Context: an optimization exercise on an open-source flow, tuned for small area and a short achievable clock period. The choices shown serve that exercise and are no tape-out recipe.
Only simulation tests tie the RTL to the original design; equivalence was not proved.

==> inputs of tundra <==
==> flow/design.v (excerpt) <==
module pst_brain_core (
  input  logic       clk,
  input  logic       rst,
  input  logic [7:0] cur0,
  input  logic [7:0] cur1,
  input  logic [7:0] cur2,
  input  logic [7:0] cur3,
  output logic [7:0] phase0,
  output logic [7:0] phase1,
  output logic [7:0] phase2,
  output logic [7:0] phase3,
  output logic [2:0] winner,
  output logic [7:0] winner_score,
  output logic [7:0] winner_rel,
  output logic [7:0] w_ab,
  output logic [7:0] w_ac,
  output logic [7:0] w_ad,
  output logic [7:0] w_bc,
  output logic [7:0] w_bd,
  output logic [7:0] w_cd,
  output logic [7:0] seq_slot_A,
  output logic [7:0] seq_slot_B,
  output logic       seq_force_valid,
  output logic [7:0] seq_force_pred,
  output logic [7:0] pred_out,
  output logic [7:0] pred_err,
  output logic       reward_out,
  output logic [2:0] gamma_cnt,
  output logic [2:0] theta_cnt,
  output logic       theta_tick,
  output logic       episode_last,
  output logic [2:0] ep_winner,
  output logic [3:0] ep_strength,
  output logic       ep_valid,
  output logic       exploit_mode,
  output logic       explore_mode,
  output logic [1:0] confidence_level,
  output logic       err_explore,
  ...
export LEC_CHECK = 0
export ABC_AREA = 1
export CAP_MARGIN = 20
export CORE_MARGIN = 2
export CORE_UTILIZATION = 60
export CTS_BUF_LIST = sky130_fd_sc_hd__clkbuf_8
export CTS_CLUSTER_DIAMETER = 60
export CTS_CLUSTER_SIZE = 16
export SLEW_MARGIN = 20
create_clock -name core_clock -period 40.0 [get_ports {clk}]
standard.sh (not shown) runs the stock make flow with config.mk's settings and CLKGATE_MAP_FILE= SYNTH_SCRIPT=/design/flow/synth_recipe.tcl, a recipe that flattens the netlist after the stock synthesis.
==> flow/flow/run.sh <==
#!/bin/bash
set -euo pipefail
bash standard.sh BUFFER_PORTS_ARGS="-buffer_cell sky130_fd_sc_hd__buf_1" SETUP_SLACK_MARGIN=30.4 finish > standard.log 2>&1
==> violet (differences from tundra) <==
==> flow/flow/run.sh (replaced) <==
#!/bin/bash
# The standard layout with these changes:
# - synthesis maps the logic with the ABC script flow/abc_area.script (an area-recovering
#   mapping) in place of ORFS's abc_area.script; the scripts folder is otherwise ORFS's own,
#   copied unchanged, and synthesis still runs through synth_recipe.tcl;
# - the adder step (extract_fa and its map file) is skipped, so ABC maps adders too;
# - the ports are buffered with buf_1 instead of the delay buffer buffer_ports picks;
# - the timing repair steps aim for a setup slack margin of 30.6 ns, so that they size up the
#   slowest paths.
# The clock constraint (constraint.sdc) is unchanged. Each tool's output is in orfs/logs; make's
# own output goes to standard.log.
set -euo pipefail
here=$(pwd)
rm -rf "$here/scripts_abc"
cp -r "$FLOW_HOME/scripts" "$here/scripts_abc"
cp "$here/flow/abc_area.script" "$here/scripts_abc/abc_area.script"
bash standard.sh SCRIPTS_DIR="$here/scripts_abc" BUFFER_PORTS_ARGS="-buffer_cell sky130_fd_sc_hd__buf_1" ADDER_MAP_FILE= SETUP_SLACK_MARGIN=30.6 finish > standard.log 2>&1
==> flow/flow/abc_area.script (new file) <==
&get -n
&st
&dch -f
&nf -R 1000 -p
&put
topo
--- a/flow/config.mk
+++ b/flow/config.mk
@@ -6,10 +6,10 @@
 export NUM_CORES = 4
 export LEC_CHECK = 0
 export ABC_AREA = 1
 export CAP_MARGIN = 20
 export CORE_MARGIN = 2
-export CORE_UTILIZATION = 60
+export CORE_UTILIZATION = 66
 export CTS_BUF_LIST = sky130_fd_sc_hd__clkbuf_8
 export CTS_CLUSTER_DIAMETER = 60
 export CTS_CLUSTER_SIZE = 16
 export SLEW_MARGIN = 20
==> quartz (differences from tundra) <==
--- a/flow/design.v
+++ b/flow/design.v
@@ -56,10 +56,11 @@
   logic       r_theta_tick, r_delta_tick, r_ep_valid, r_topic_valid;
   logic [2:0] r_ep_winner, r_topic_winner, r_topic_strength;
   logic [3:0] r_ep_strength;
   logic [2:0] r_vb, r_vm, r_ub, r_um;
   logic       r_explore, r_fv;
+  logic [7:0] r_fpred;
   logic [7:0] r_es  [6];
   logic [5:0] r_el;
   logic       r_elast, r_exploit;
   function automatic logic [8:0] addc8(input logic [7:0] a, input logic [7:0] b,
                                        input logic ci);
@@ -268,11 +269,11 @@
       r_cnt <= '0;
       r_sp  <= '0;
       r_jf  <= '0;
       r_vb <= '0; r_vm <= '0; r_ub <= '0; r_um <= '0;
       r_explore <= 1'b0;
-      r_fv <= 1'b0;
+      r_fv <= 1'b0; r_fpred <= '0;
       r_elast <= 1'b0; r_exploit <= 1'b0;
       for (int c = 0; c < 4; c++) begin
         r_v[c] <= 8'd199; r_phase[c] <= 8'd255;
       end
       for (int p = 0; p < 6; p++) begin
@@ -313,10 +314,11 @@
         r_pred_err  <= w_err;
         r_reward    <= w_reward;
         r_rew_run   <= w_rew_run;
         r_force_left <= w_force_next;
         r_fv         <= (w_force_next != 2'd0);
+        r_fpred      <= (w_force_next != 2'd0) ? w_pred : 8'd0;
         r_err_run <= w_err_run;
         r_err_explore <= w_errx_next;
         r_explore     <= ~w_conf_next[1] | w_errx_next;
         r_exploit     <= (w_conf_next == 2'd3);
         r_elast       <= (r_gamma_cnt == 3'd6);
@@ -369,11 +371,11 @@
   assign w_bd = {r_w[4], 1'b0};
   assign w_cd = {r_w[5], 1'b0};
   assign seq_slot_A      = r_slot_a;
   assign seq_slot_B      = r_slot_b;
   assign seq_force_valid = r_fv;
-  assign seq_force_pred  = r_fv ? r_pred : 8'd0;
+  assign seq_force_pred  = r_fpred;
   assign pred_out        = r_pred;
   assign pred_err        = r_pred_err;
   assign reward_out      = r_reward;
   assign gamma_cnt       = r_gamma_cnt;
   assign theta_cnt       = r_theta_cnt;
==> flow/flow/run.sh (replaced) <==
#!/bin/bash
set -euo pipefail
bash standard.sh BUFFER_PORTS_ARGS="-buffer_cell sky130_fd_sc_hd__buf_1" finish > standard.log 2>&1
==> flow/config.mk (replaced) <==
export PLATFORM = sky130hd
export DESIGN_NAME = pst_brain_core
export DESIGN_NICKNAME = pst_brain_core
export VERILOG_FILES = /design/flow/design.v
export SDC_FILE = /design/flow/constraint.sdc
export NUM_CORES = 4
export LEC_CHECK = 0
export ABC_AREA = 1
export CAP_MARGIN = 20
export CORE_MARGIN = 2
export CORE_UTILIZATION = 40
export SLEW_MARGIN = 20
==> summary of the runs <==
- violet completed without violations. tundra finished clean. quartz went through all stages and came out clean.
- Via count: tundra > quartz > violet.
- Register-to-register slack, highest first: violet, tundra, quartz.
- In violet the first-iteration DRC count is higher than in quartz, by 19%.
- Between violet and quartz, the lower critical path depth is in violet (gap 44).
- Sequential share of layout area, highest first: violet, tundra, quartz.

## re-timing with driven ports
The flow's constraints put no driver on any port. The routed layouts listed below were extracted and timed again, unchanged, in two steps. Step 1: set_driving_cell puts a clkbuf_16 on clk and a buf_2 on each other input, an assumption about the parent block. Step 2 also shifts input and output timing later by t, the mid clock arrival at the registers, as if the neighbouring blocks saw the same clock. Slacks: ideal ports / drivers / drivers and shift; pairs: ideal ports / drivers.
run	t (ns)	setup slack, ns	worst slew at a driven data input, ns	pins driven straight from the clock port
tundra	0.738	30.406 / 30.350 / 30.050	0.06	1
violet	0.605	30.615 / 30.566 / 30.002	0.08	1
quartz	0.618	30.464 / 30.464 / 29.928	0.04	1
After both steps setup and hold are still met in every run listed. For violet, which loses most, drivers alone change the setup slack by -0.049 ns; drivers and shift together by -0.613 ns.
